Context: an optimization exercise on an open-source flow, tuned for small area. The choices shown serve that exercise and are no tape-out recipe. RTL that was checked went through simulation tests only; none was proved equivalent to the original. Power is estimated from default activity; no workload was simulated.

==> inputs of job 6706 <==
// pool_writeback
module pool_writeback #(
    parameter int ADDR_W = 16,
    parameter int DEPTH  = 4
) (
    input  logic              clk,
    input  logic              rst,
    input  logic              start,
    input  logic              layer1,
    input  logic [15:0]       out_cols,
    input  logic [15:0]       out_rows,
    input  logic [ADDR_W-1:0] base_addr,
    input  logic              in_valid,
    input  logic [255:0]      in_data,
    input  logic              in_end,
    output logic              mem_we,
    output logic [ADDR_W-1:0] mem_addr,
    output logic [255:0]      mem_wdata,
    input  logic              mem_ready,
    output logic              busy,
    output logic              done,
    output logic              short_frame,
    output logic              overflow
);
==> module pool_writeback, before the edit <==
module pool_writeback #(
    parameter int ADDR_W = 16,
    parameter int DEPTH  = 4
) (
    input  logic              clk,
    input  logic              rst,
    input  logic              start,
    input  logic              layer1,
    input  logic [15:0]       out_cols,
    input  logic [15:0]       out_rows,
    input  logic [ADDR_W-1:0] base_addr,
    input  logic              in_valid,
    input  logic [255:0]      in_data,
    input  logic              in_end,
    output logic              mem_we,
    output logic [ADDR_W-1:0] mem_addr,
    output logic [255:0]      mem_wdata,
    input  logic              mem_ready,
    output logic              busy,
    output logic              done,
    output logic              short_frame,
    output logic              overflow
);
    localparam int NB = DEPTH - 1;           
    localparam int CW = $clog2(DEPTH + 1);   
    typedef enum logic [1:0] {IDLE, RUN, DRAIN, DONE} state_t;
    state_t state, state_nxt;
    logic              cfg_l1;
    logic [15:0]       cfg_cols, acol, arow;
    logic              acc_done;
    logic [ADDR_W-1:0] addr;
    logic [CW-1:0]     cnt;
    logic [NB-1:0]     rd_oh, wr_oh;
    logic [255:0]      head;
    logic [255:0]      buf_q [NB];
    logic go, run, active, empty, full, pop, push, drop, last_xfer, drain_empty, end_hit;
    logic cnt_le1, cnt_eq1;
    logic head_in, head_buf, head_hold, buf_wr;
    logic acol_one, arow_one;
    assign go      = (state == IDLE) && start;
    assign run     = (state == RUN);
    assign active  = (state == RUN) || (state == DRAIN);
    assign empty   = (cnt == '0);
    assign full    = (cnt == CW'(DEPTH));
    assign cnt_eq1 = (cnt == CW'(1));
    assign cnt_le1 = empty || cnt_eq1;
    assign mem_we      = active && !empty;
    assign pop         = mem_we && mem_ready;
    assign push        = run && in_valid && !acc_done && (!full || pop);
    assign drop        = run && in_valid && !push;
    assign last_xfer   = pop && acc_done && cnt_eq1;
    assign drain_empty = empty || (cnt_eq1 && pop);
    assign end_hit     = run && in_end && !last_xfer;
    assign head_in   = push && (empty || (cnt_eq1 && pop));
    assign head_buf  = pop && !cnt_le1;
    assign head_hold = !head_in && !head_buf;
    assign buf_wr    = push && !head_in;
    always_comb begin
        state_nxt = state;
        case (state)
            IDLE:  if (start) begin
                       if (out_cols == 16'd0 || out_rows == 16'd0) state_nxt = DONE;
                       else state_nxt = RUN;
                   end
            RUN:   if (last_xfer) state_nxt = DONE;
                   else if (in_end) state_nxt = DRAIN;
            DRAIN: if (drain_empty) state_nxt = DONE;
            DONE:  state_nxt = IDLE;
            default: state_nxt = IDLE;
        endcase
    end
    always_ff @(posedge clk or posedge rst) begin
        if (rst) begin
            state       <= IDLE;
            short_frame <= 1'b0;
            overflow    <= 1'b0;
        end else begin
            state <= state_nxt;
            if (go) begin
                short_frame <= 1'b0;
                overflow    <= 1'b0;
            end else begin
                if (drop)    overflow    <= 1'b1;
                if (end_hit) short_frame <= 1'b1;
            end
        end
    end
    assign acol_one = (acol == 16'd1);
    assign arow_one = (arow == 16'd1);
    logic [15:0] dec;
    assign dec = (acol_one ? arow : acol) - 16'd1;
    always_ff @(posedge clk) begin
        if (go) begin
            cfg_l1   <= layer1;
            cfg_cols <= out_cols;
            acol     <= out_cols;
            arow     <= out_rows;
            acc_done <= 1'b0;
            addr     <= base_addr;
            cnt      <= '0;
            rd_oh    <= NB'(1);
            wr_oh    <= NB'(1);
        end else begin
            if (push) begin
                if (acol_one) begin
                    acol <= cfg_cols;
                    if (arow_one) acc_done <= 1'b1;
                    else          arow     <= dec;
                end else begin
                    acol <= dec;
                end
            end
            if (pop) addr <= addr + 1'b1;
            cnt <= cnt + CW'(push) - CW'(pop);
            if (head_buf) rd_oh <= {rd_oh[NB-2:0], rd_oh[NB-1]};
            if (buf_wr)   wr_oh <= {wr_oh[NB-2:0], wr_oh[NB-1]};
        end
    end
    logic [255:0] head_d;
    logic [NB-1:0] sel_buf;
    logic [4:0]    sel_lo, sel_hi;
    assign sel_buf = {NB{head_buf}} & rd_oh;
    assign sel_lo  = {sel_buf, head_hold, head_in};
    assign sel_hi  = sel_lo & {5{cfg_l1}};
    pool_writeback_sel5 #(.W(128)) u_sel_lo (
        .sel(sel_lo), .d0(in_data[127:0]), .d1(head[127:0]),
        .d2(buf_q[0][127:0]), .d3(buf_q[1][127:0]), .d4(buf_q[2][127:0]),
        .y(head_d[127:0])
    );
    pool_writeback_sel5 #(.W(128)) u_sel_hi (
        .sel(sel_hi), .d0(in_data[255:128]), .d1(head[255:128]),
        .d2(buf_q[0][255:128]), .d3(buf_q[1][255:128]), .d4(buf_q[2][255:128]),
        .y(head_d[255:128])
    );
    always_ff @(posedge clk) head <= head_d;
    for (genvar k = 0; k < NB; k++) begin : g_buf
        logic         ld;
        logic [255:0] buf_d;
        assign ld = buf_wr && wr_oh[k];
        pool_writeback_sel2 #(.W(256)) u_sel (
            .sel({!ld, ld}), .d0(in_data), .d1(buf_q[k]), .y(buf_d)
        );
        always_ff @(posedge clk) buf_q[k] <= buf_d;
    end
    assign mem_addr  = addr;
    assign mem_wdata = head;
    assign busy      = (state != IDLE);
    assign done      = (state == DONE);
endmodule
==> module pool_writeback_sel2, before the edit <==
module pool_writeback_sel2 #(
    parameter int W = 256
) (
    input  logic [1:0]   sel,
    input  logic [W-1:0] d0, d1,
    output logic [W-1:0] y
);
    assign y = (d0 & {W{sel[0]}}) | (d1 & {W{sel[1]}});
endmodule
Settings: LEC_CHECK=0, CAP_MARGIN=20, CORE_MARGIN=2, CORE_UTILIZATION=60, SLEW_MARGIN=20, SYNTH_HIERARCHICAL=1; clock period 10.0 ns.
standard.sh (not shown) runs the stock make flow with config.mk's settings and CLKGATE_MAP_FILE= SYNTH_SCRIPT=/design/flow/synth_recipe.tcl, a recipe that flattens the netlist after the stock synthesis.
==> flow/flow/run.sh <==
#!/bin/bash
# Own layout flow: the standard ORFS flow (standard synthesis unchanged),
# with two layout knobs changed:
#  * port buffers use the smallest buffer cell (buf_1) instead of the
#    resizer's default choice;
#  * clock tree built from small clock buffers, without dummy loads.
# Each tool's full output stays in orfs/logs/...; make's output in make.log.
set -euo pipefail
cd "$(dirname "$0")/.."
bash standard.sh \
  "BUFFER_PORTS_ARGS=-buffer_cell sky130_fd_sc_hd__buf_1" \
  "CTS_ARGS=-sink_clustering_enable -repair_clock_nets -dont_use_dummy_load -buf_list {sky130_fd_sc_hd__clkbuf_4} -sink_clustering_size 10 -sink_clustering_max_diameter 40" \
  finish > make.log 2>&1
==> inputs of job 3876, as changes to job 6706 <==
--- a/flow/design.v
+++ b/flow/design.v
@@ -88,6 +88,4 @@
     assign acol_one = (acol == 16'd1);
     assign arow_one = (arow == 16'd1);
-    logic [15:0] dec;
-    assign dec = (acol_one ? arow : acol) - 16'd1;
     always_ff @(posedge clk) begin
         if (go) begin
@@ -106,7 +104,7 @@
                     acol <= cfg_cols;
                     if (arow_one) acc_done <= 1'b1;
-                    else          arow     <= dec;
+                    else          arow     <= arow - 16'd1;
                 end else begin
-                    acol <= dec;
+                    acol <= acol - 16'd1;
                 end
             end
@@ -135,11 +133,5 @@
     always_ff @(posedge clk) head <= head_d;
     for (genvar k = 0; k < NB; k++) begin : g_buf
-        logic         ld;
-        logic [255:0] buf_d;
-        assign ld = buf_wr && wr_oh[k];
-        pool_writeback_sel2 #(.W(256)) u_sel (
-            .sel({!ld, ld}), .d0(in_data), .d1(buf_q[k]), .y(buf_d)
-        );
-        always_ff @(posedge clk) buf_q[k] <= buf_d;
+        always_ff @(posedge clk) if (buf_wr && wr_oh[k]) buf_q[k] <= in_data;
     end
     assign mem_addr  = addr;
@@ -158,11 +150,2 @@
              | (d3 & {W{sel[3]}}) | (d4 & {W{sel[4]}});
 endmodule
-module pool_writeback_sel2 #(
-    parameter int W = 256
-) (
-    input  logic [1:0]   sel,
-    input  logic [W-1:0] d0, d1,
-    output logic [W-1:0] y
-);
-    assign y = (d0 & {W{sel[0]}}) | (d1 & {W{sel[1]}});
-endmodule
==> flow/run.sh (new file) <==
#!/bin/bash
# synth_recipe.tcl (not shown) runs the flow's synth.tcl, then flattens the netlist and writes it again
# the make line also repeats each setting of config.mk as NAME=value (left out here)
make -C /OpenROAD-flow-scripts/flow DESIGN_CONFIG=/design/flow/config.mk WORK_HOME=/design/flow/orfs CLKGATE_MAP_FILE= SYNTH_SCRIPT=/design/flow/synth_recipe.tcl finish
- CORE_UTILIZATION: 60 -> 40
removed: flow/flow/run.sh
removed: flow/standard.sh
==> inputs of job 1287, as changes to job 6706 <==
--- a/flow/design.v
+++ b/flow/design.v
@@ -88,6 +88,4 @@
     assign acol_one = (acol == 16'd1);
     assign arow_one = (arow == 16'd1);
-    logic [15:0] dec;
-    assign dec = (acol_one ? arow : acol) - 16'd1;
     always_ff @(posedge clk) begin
         if (go) begin
@@ -106,7 +104,7 @@
                     acol <= cfg_cols;
                     if (arow_one) acc_done <= 1'b1;
-                    else          arow     <= dec;
+                    else          arow     <= arow - 16'd1;
                 end else begin
-                    acol <= dec;
+                    acol <= acol - 16'd1;
                 end
             end
==> flow/run.sh (new file) <==
#!/bin/bash
# synth_recipe.tcl (not shown) runs the flow's synth.tcl, then flattens the netlist and writes it again
# the make line also repeats each setting of config.mk as NAME=value (left out here)
make -C /OpenROAD-flow-scripts/flow DESIGN_CONFIG=/design/flow/config.mk WORK_HOME=/design/flow/orfs CLKGATE_MAP_FILE= SYNTH_SCRIPT=/design/flow/synth_recipe.tcl finish
- CORE_UTILIZATION: 60 -> 40
removed: flow/flow/run.sh
removed: flow/standard.sh
==> notes <==
- Job 1287 produced a clean layout. Job 3876 completed with no timing, DRC or antenna violations. Job 6706 produced a clean layout.
- Clock power: job 6706 < job 3876 < job 1287.
- Between job 6706 and job 1287, the lower clock-buffer cell count is in job 6706 (gap 22).
- Sequential share of layout area, lowest first: job 1287, job 6706, job 3876.
- Wire length: job 1287 > job 6706 > job 3876.
- Utilization, highest first: job 6706, job 3876, job 1287.
==> figures <==
Status: job 1287 no timing/DRC/antenna violations; job 6706 no timing/DRC/antenna violations; job 3876 no timing/DRC/antenna violations
Share of the clock period used by the worst path after layout: job 1287 51.3%; job 6706 51.9%; job 3876 50.7%
Gr usage total: job 1287 23.2%; job 6706 33.6%; job 3876 20.1%
Post-CTS clock slew at the launch and capture registers of the worst setup and hold paths: job 1287 0.06 ns; job 6706 0.10 ns; job 3876 0.06 ns
Highest ir drop seen on vdd: job 1287 0.206 mV; job 6706 0.157 mV; job 3876 0.165 mV
Overall die area: job 1287 102000 sq um; job 6706 68000 sq um; job 3876 101000 sq um
Synth area leader: job 1287 sky130_fd_sc_hd__dfxtp_1; job 6706 sky130_fd_sc_hd__dfxtp_1; job 3876 sky130_fd_sc_hd__edfxtp_1
Number of nets in the layout: job 1287 4063; job 6706 4091; job 3876 3277
Largest incremental delay on the critical path: job 1287 0.74 ns; job 6706 0.91 ns; job 3876 0.88 ns
Fill cell instance count of the final layout: job 1287 8774; job 6706 5305; job 3876 8052
Fmax: job 1287 195 MHz; job 6706 193 MHz; job 3876 197 MHz
Count of distinct cell types in the synthesized netlist: job 1287 59; job 6706 53; job 3876 59
Function not checked in job 3876: the RTL went through the layout flow alone.

---

==> inputs of branch willow <==
Another version of the RTL of pool_writeback (not shown whole).
Settings: LEC_CHECK=0, CAP_MARGIN=20, CORE_MARGIN=2, CORE_UTILIZATION=60, SLEW_MARGIN=20, SYNTH_HIERARCHICAL=1; clock period 10.0 ns.
==> flow/flow/run.sh <==
#!/bin/bash
# Own layout flow: the standard ORFS flow (standard synthesis unchanged),
# with two layout knobs changed:
#  * port buffers use the smallest buffer cell (buf_1) instead of the
#    resizer's default choice;
#  * clock tree built from small clock buffers, without dummy loads.
# Each tool's full output stays in orfs/logs/...; make's output in make.log.
set -euo pipefail
cd "$(dirname "$0")/.."
bash standard.sh \
  "BUFFER_PORTS_ARGS=-buffer_cell sky130_fd_sc_hd__buf_1" \
  "CTS_ARGS=-sink_clustering_enable -repair_clock_nets -dont_use_dummy_load -buf_list {sky130_fd_sc_hd__clkbuf_4} -sink_clustering_size 8 -sink_clustering_max_diameter 40" \
  finish > make.log 2>&1
==> branch indigo (differences from branch willow) <==
--- a/flow/design.v
+++ b/flow/design.v
@@ -81,52 +81,41 @@
                 overflow    <= 1'b0;
             end else begin
                 if (drop)    overflow    <= 1'b1;
                 if (end_hit) short_frame <= 1'b1;
             end
         end
     end
-    logic [15:0] acol_inc, arow_dec, addr_inc;
-    logic        row_end, acol_step, arow_step;
-    assign acol_inc  = acol + 16'd1;
-    assign arow_dec  = arow - 16'd1;
-    assign addr_inc  = addr + 1'b1;
-    assign row_end   = (acol_inc == cfg_cols);
-    assign arow_one  = (arow == 16'd1);
-    assign acol_step = push && !row_end;
-    assign arow_step = push && row_end;
-    logic [15:0] cfg_cols_d, acol_d, arow_d;
-    logic [ADDR_W-1:0] addr_d;
-    pool_writeback_aomux #(.W(16), .N(2)) u_cols_d (
-        .sel({!go, go}), .d({cfg_cols, out_cols}), .y(cfg_cols_d)
-    );
-    pool_writeback_aomux #(.W(16), .N(2)) u_acol_d (
-        .sel({!go && !push, !go && acol_step}), .d({acol, acol_inc}), .y(acol_d)
-    );
-    pool_writeback_aomux #(.W(16), .N(3)) u_arow_d (
-        .sel({!go && !arow_step, !go && arow_step, go}), .d({arow, arow_dec, out_rows}), .y(arow_d)
-    );
-    pool_writeback_aomux #(.W(ADDR_W), .N(3)) u_addr_d (
-        .sel({!go && !pop, !go && pop, go}), .d({addr, addr_inc, base_addr}), .y(addr_d)
-    );
-    always_ff @(posedge clk) begin
-        cfg_cols <= cfg_cols_d;
-        acol     <= acol_d;
-        arow     <= arow_d;
-        addr     <= addr_d;
-    end
+    logic [15:0] acol_inc;
+    logic        row_end;
+    assign acol_inc = acol + 16'd1;
+    assign row_end  = (acol_inc == cfg_cols);
+    assign arow_one = (arow == 16'd1);
     always_ff @(posedge clk) begin
         if (go) begin
             cfg_l1   <= layer1;
+            cfg_cols <= out_cols;
+            acol     <= '0;
+            arow     <= out_rows;
             acc_done <= 1'b0;
+            addr     <= base_addr;
             cnt      <= '0;
             rd_oh    <= NB'(1);
             wr_oh    <= NB'(1);
         end else begin
-            if (arow_step && arow_one) acc_done <= 1'b1;
+            if (push) begin
+                if (row_end) begin
+                    acol <= '0;
+                    if (arow_one) acc_done <= 1'b1;
+                    else          arow     <= arow - 16'd1;
+                end else begin
+                    acol <= acol_inc;
+                end
+            end
+            if (pop) addr <= addr + 1'b1;
             cnt <= cnt + CW'(push) - CW'(pop);
             if (head_buf) rd_oh <= {rd_oh[NB-2:0], rd_oh[NB-1]};
             if (buf_wr)   wr_oh <= {wr_oh[NB-2:0], wr_oh[NB-1]};
         end
     end
     logic [255:0] head_d;
     logic [NB-1:0] sel_buf;
@@ -174,20 +163,7 @@
 ) (
     input  logic [1:0]   sel,
     input  logic [W-1:0] d0, d1,
     output logic [W-1:0] y
 );
     assign y = (d0 & {W{sel[0]}}) | (d1 & {W{sel[1]}});
 endmodule
-module pool_writeback_aomux #(
-    parameter int W = 16,
-    parameter int N = 2
-) (
-    input  logic [N-1:0]   sel,
-    input  logic [N*W-1:0] d,
-    output logic [W-1:0]   y
-);
-    always_comb begin
-        y = '0;
-        for (int k = 0; k < N; k++) y = y | (d[k*W +: W] & {W{sel[k]}});
-    end
-endmodule
==> branch nickel (differences from branch willow) <==
--- a/flow/design.v
+++ b/flow/design.v
@@ -81,52 +81,41 @@
                 overflow    <= 1'b0;
             end else begin
                 if (drop)    overflow    <= 1'b1;
                 if (end_hit) short_frame <= 1'b1;
             end
         end
     end
-    logic [15:0] acol_inc, arow_dec, addr_inc;
-    logic        row_end, acol_step, arow_step;
-    assign acol_inc  = acol + 16'd1;
-    assign arow_dec  = arow - 16'd1;
-    assign addr_inc  = addr + 1'b1;
-    assign row_end   = (acol_inc == cfg_cols);
-    assign arow_one  = (arow == 16'd1);
-    assign acol_step = push && !row_end;
-    assign arow_step = push && row_end;
-    logic [15:0] cfg_cols_d, acol_d, arow_d;
-    logic [ADDR_W-1:0] addr_d;
-    pool_writeback_aomux #(.W(16), .N(2)) u_cols_d (
-        .sel({!go, go}), .d({cfg_cols, out_cols}), .y(cfg_cols_d)
-    );
-    pool_writeback_aomux #(.W(16), .N(2)) u_acol_d (
-        .sel({!go && !push, !go && acol_step}), .d({acol, acol_inc}), .y(acol_d)
-    );
-    pool_writeback_aomux #(.W(16), .N(3)) u_arow_d (
-        .sel({!go && !arow_step, !go && arow_step, go}), .d({arow, arow_dec, out_rows}), .y(arow_d)
-    );
-    pool_writeback_aomux #(.W(ADDR_W), .N(3)) u_addr_d (
-        .sel({!go && !pop, !go && pop, go}), .d({addr, addr_inc, base_addr}), .y(addr_d)
-    );
-    always_ff @(posedge clk) begin
-        cfg_cols <= cfg_cols_d;
-        acol     <= acol_d;
-        arow     <= arow_d;
-        addr     <= addr_d;
-    end
+    logic [15:0] acol_inc;
+    logic        row_end;
+    assign acol_inc = acol + 16'd1;
+    assign row_end  = (acol_inc == cfg_cols);
+    assign arow_one = (arow == 16'd1);
     always_ff @(posedge clk) begin
         if (go) begin
             cfg_l1   <= layer1;
+            cfg_cols <= out_cols;
+            acol     <= '0;
+            arow     <= out_rows;
             acc_done <= 1'b0;
+            addr     <= base_addr;
             cnt      <= '0;
             rd_oh    <= NB'(1);
             wr_oh    <= NB'(1);
         end else begin
-            if (arow_step && arow_one) acc_done <= 1'b1;
+            if (push) begin
+                if (row_end) begin
+                    acol <= '0;
+                    if (arow_one) acc_done <= 1'b1;
+                    else          arow     <= arow - 16'd1;
+                end else begin
+                    acol <= acol_inc;
+                end
+            end
+            if (pop) addr <= addr + 1'b1;
             cnt <= cnt + CW'(push) - CW'(pop);
             if (head_buf) rd_oh <= {rd_oh[NB-2:0], rd_oh[NB-1]};
             if (buf_wr)   wr_oh <= {wr_oh[NB-2:0], wr_oh[NB-1]};
         end
     end
     logic [255:0] head_d;
     logic [NB-1:0] sel_buf;
@@ -174,20 +163,7 @@
 ) (
     input  logic [1:0]   sel,
     input  logic [W-1:0] d0, d1,
     output logic [W-1:0] y
 );
     assign y = (d0 & {W{sel[0]}}) | (d1 & {W{sel[1]}});
 endmodule
-module pool_writeback_aomux #(
-    parameter int W = 16,
-    parameter int N = 2
-) (
-    input  logic [N-1:0]   sel,
-    input  logic [N*W-1:0] d,
-    output logic [W-1:0]   y
-);
-    always_comb begin
-        y = '0;
-        for (int k = 0; k < N; k++) y = y | (d[k*W +: W] & {W{sel[k]}});
-    end
-endmodule
==> flow/run.sh (new file) <==
#!/bin/bash
# synth_recipe.tcl (not shown) runs the flow's synth.tcl, then flattens the netlist and writes it again
# the make line also repeats each setting of config.mk as NAME=value (left out here)
make -C /OpenROAD-flow-scripts/flow DESIGN_CONFIG=/design/flow/config.mk WORK_HOME=/design/flow/orfs CLKGATE_MAP_FILE= SYNTH_SCRIPT=/design/flow/synth_recipe.tcl finish
Settings changed: CTS_BUF_LIST from default to sky130_fd_sc_hd__clkbuf_4, CTS_CLUSTER_DIAMETER from default to 40, CTS_CLUSTER_SIZE from default to 8.
removed: flow/flow/run.sh
removed: flow/standard.sh
==> branch yarrow (differences from branch willow) <==
--- a/flow/design.v
+++ b/flow/design.v
@@ -32,15 +32,15 @@
     logic [CW-1:0]     cnt;
     logic [NB-1:0]     rd_oh, wr_oh;
     logic [255:0]      head;
     logic [255:0]      buf_q [NB];
     logic go, run, active, empty, full, pop, push, drop, last_xfer, drain_empty, end_hit;
     logic cnt_le1, cnt_eq1;
     logic head_in, head_buf, head_hold, buf_wr;
-    logic arow_one;
+    logic acol_one, arow_one;
     assign go      = (state == IDLE) && start;
     assign run     = (state == RUN);
     assign active  = (state == RUN) || (state == DRAIN);
     assign empty   = (cnt == '0);
     assign full    = (cnt == CW'(DEPTH));
     assign cnt_eq1 = (cnt == CW'(1));
     assign cnt_le1 = empty || cnt_eq1;
@@ -81,52 +81,38 @@
                 overflow    <= 1'b0;
             end else begin
                 if (drop)    overflow    <= 1'b1;
                 if (end_hit) short_frame <= 1'b1;
             end
         end
     end
-    logic [15:0] acol_inc, arow_dec, addr_inc;
-    logic        row_end, acol_step, arow_step;
-    assign acol_inc  = acol + 16'd1;
-    assign arow_dec  = arow - 16'd1;
-    assign addr_inc  = addr + 1'b1;
-    assign row_end   = (acol_inc == cfg_cols);
-    assign arow_one  = (arow == 16'd1);
-    assign acol_step = push && !row_end;
-    assign arow_step = push && row_end;
-    logic [15:0] cfg_cols_d, acol_d, arow_d;
-    logic [ADDR_W-1:0] addr_d;
-    pool_writeback_aomux #(.W(16), .N(2)) u_cols_d (
-        .sel({!go, go}), .d({cfg_cols, out_cols}), .y(cfg_cols_d)
-    );
-    pool_writeback_aomux #(.W(16), .N(2)) u_acol_d (
-        .sel({!go && !push, !go && acol_step}), .d({acol, acol_inc}), .y(acol_d)
-    );
-    pool_writeback_aomux #(.W(16), .N(3)) u_arow_d (
-        .sel({!go && !arow_step, !go && arow_step, go}), .d({arow, arow_dec, out_rows}), .y(arow_d)
-    );
-    pool_writeback_aomux #(.W(ADDR_W), .N(3)) u_addr_d (
-        .sel({!go && !pop, !go && pop, go}), .d({addr, addr_inc, base_addr}), .y(addr_d)
-    );
-    always_ff @(posedge clk) begin
-        cfg_cols <= cfg_cols_d;
-        acol     <= acol_d;
-        arow     <= arow_d;
-        addr     <= addr_d;
-    end
+    assign acol_one = (acol == 16'd1);
+    assign arow_one = (arow == 16'd1);
     always_ff @(posedge clk) begin
         if (go) begin
             cfg_l1   <= layer1;
+            cfg_cols <= out_cols;
+            acol     <= out_cols;
+            arow     <= out_rows;
             acc_done <= 1'b0;
+            addr     <= base_addr;
             cnt      <= '0;
             rd_oh    <= NB'(1);
             wr_oh    <= NB'(1);
         end else begin
-            if (arow_step && arow_one) acc_done <= 1'b1;
+            if (push) begin
+                if (acol_one) begin
+                    acol <= cfg_cols;
+                    if (arow_one) acc_done <= 1'b1;
+                    else          arow     <= arow - 16'd1;
+                end else begin
+                    acol <= acol - 16'd1;
+                end
+            end
+            if (pop) addr <= addr + 1'b1;
             cnt <= cnt + CW'(push) - CW'(pop);
             if (head_buf) rd_oh <= {rd_oh[NB-2:0], rd_oh[NB-1]};
             if (buf_wr)   wr_oh <= {wr_oh[NB-2:0], wr_oh[NB-1]};
         end
     end
     logic [255:0] head_d;
     logic [NB-1:0] sel_buf;
@@ -174,20 +160,7 @@
 ) (
     input  logic [1:0]   sel,
     input  logic [W-1:0] d0, d1,
     output logic [W-1:0] y
 );
     assign y = (d0 & {W{sel[0]}}) | (d1 & {W{sel[1]}});
 endmodule
-module pool_writeback_aomux #(
-    parameter int W = 16,
-    parameter int N = 2
-) (
-    input  logic [N-1:0]   sel,
-    input  logic [N*W-1:0] d,
-    output logic [W-1:0]   y
-);
-    always_comb begin
-        y = '0;
-        for (int k = 0; k < N; k++) y = y | (d[k*W +: W] & {W{sel[k]}});
-    end
-endmodule
==> flow/flow/run.sh (replaced) <==
#!/bin/bash
# Own layout flow: the standard ORFS flow (standard synthesis unchanged),
# with two layout knobs changed:
#  * port buffers use the smallest buffer cell (buf_1) instead of the
#    resizer's default choice;
#  * clock tree built from small clock buffers, without dummy loads.
# Each tool's full output stays in orfs/logs/...; make's output in make.log.
set -euo pipefail
cd "$(dirname "$0")/.."
bash standard.sh \
  "BUFFER_PORTS_ARGS=-buffer_cell sky130_fd_sc_hd__buf_1" \
  "CTS_ARGS=-sink_clustering_enable -repair_clock_nets -dont_use_dummy_load -buf_list {sky130_fd_sc_hd__clkbuf_4 sky130_fd_sc_hd__clkbuf_8}" \
  finish > make.log 2>&1
Settings changed: CORE_UTILIZATION 60 to 40.
==> reports/results.txt <==
Leaving out the clock tree, the finished layout contains an inverter count of 54. The sequential share of cell area is 0.529. The first detailed-routing pass ran for 13 iterations.

Setup slack on the worst reg-to-reg path comes out at 4.61 ns. The run finished with no timing, DRC or antenna violations. The relative area of clock buffers and inverters in the final design is 0.0292. In the synthesized netlist, the cells that appear most often are 1098 x sky130_fd_sc_hd__dfxtp_1, 788 x sky130_fd_sc_hd__a22o_1, 293 x sky130_fd_sc_hd__nand2_1.

The worst-case reg-to-reg path depth was 11.
-- figures above: branch willow

==> reports/results.txt <==
The flow ran to the end and the layout has no timing, DRC or antenna violations. The sequential share of cell area came out at 0.491. The run gives 5.40 ns as the worst-case register-to-register setup slack. After synthesis, the most frequently instantiated cells are 1050 x sky130_fd_sc_hd__dfxtp_1, 769 x sky130_fd_sc_hd__a22o_1, 321 x sky130_fd_sc_hd__nand2_1. The relative area of clock buffers and inverters in the final design works out to 0.0363.

The first-pass detailed-route iteration total was 7; the count of non-CTS inverters in the layout was 16. The number of cells on the worst reg-to-reg path is 9.
-- figures above: branch nickel

==> reports/results.txt <==
Power attributed to combinational cells is 3.58 mW. The layout has 16 inverters outside the clock class. In the routed design, unresolved DRC markers number 0. The final layout contains a sequential cell count of 1103. The relative area of clock buffers and inverters in the final design is 0.0290. For the worst-case register-to-register setup slack, the log shows 5.20 ns. The flow ran to the end and the layout has no timing, DRC or antenna violations. Sorting the synthesized cells by how often they occur yields 1050 x sky130_fd_sc_hd__dfxtp_1, 769 x sky130_fd_sc_hd__a22o_1, 321 x sky130_fd_sc_hd__nand2_1. Clock-pin slew was measured on the worst setup and hold paths at 0.09 ns. The library cell used most frequently in the layout, excluding fill and tap cells, is sky130_fd_sc_hd__dfxtp_1.

The worst-case reg-to-reg path depth is 9, and the first-pass detailed-route iteration total is 9. Sequential share of cell area: 0.539. The number of multi-input combinational cells in the layout is 1880.
-- figures above: branch indigo

==> reports/results.txt <==
The sequential share of cell area works out to 0.519. The commonest cells after synthesis are 1034 x sky130_fd_sc_hd__dfxtp_1, 768 x sky130_fd_sc_hd__a22o_1, 306 x sky130_fd_sc_hd__nand2_1. The run finished with no timing, DRC or antenna violations. The worst-case register-to-register setup slack came out at 5.55 ns. The relative area of clock buffers and inverters in the final design was 0.0565.

The CTS root buffer is sky130_fd_sc_hd__clkbuf_8. The multi-input logic area was 14400 µm². The final count of negative-setup-slack endpoints is 0, and the count of non-CTS inverters in the layout is 20. The first TritonRoute pass finished after 7 iterations. The clock-pin slew of the registers on the worst-case setup and hold paths was 0.05 ns.
-- figures above: branch yarrow

port drivers added, routing unchanged:
The flow's constraints put no driver on any port. The routed layouts listed below were extracted and timed again, unchanged, in two steps.
Step 1 (the two cells are an assumption about what drives the block):
set clk [get_ports {clk}]
set_driving_cell -lib_cell sky130_fd_sc_hd__clkbuf_16 $clk
set_driving_cell -lib_cell sky130_fd_sc_hd__buf_2 [delete_from_list [all_inputs] $clk]
Step 2 times the ports against the registers' clock, not the clock port: input delays grow and output delays shrink by t, the midpoint of the rising clock arrivals with the driver on.
Slacks: no drivers / after step 1 / after step 2; pairs: no drivers / after step 1.
run | shift t [ns] | setup slack, ns | worst setup path after step 2 | pins driven straight from the clock port
job 6706 | 1.026 | 4.806 / 4.804 / 3.778 | input to register | 1
job 3876 | 0.754 | 4.935 / 4.968 / 4.214 | input to register | 1
job 1287 | 0.756 | 4.865 / 4.888 / 4.132 | input to register | 1
branch willow | 1.034 | 4.364 / 4.399 / 3.365 | input to register | 1
branch indigo | 1.065 | 4.910 / 4.952 / 3.888 | input to register | 1
branch nickel | 1.079 | 4.825 / 4.853 / 3.775 | input to register | 1
branch yarrow | 0.852 | 5.072 / 5.112 / 4.261 | input to register | 1
After both steps every run listed still meets setup and hold. For branch nickel, which loses most, drivers alone change the setup slack by +0.028 ns; drivers and shift together by -1.050 ns.
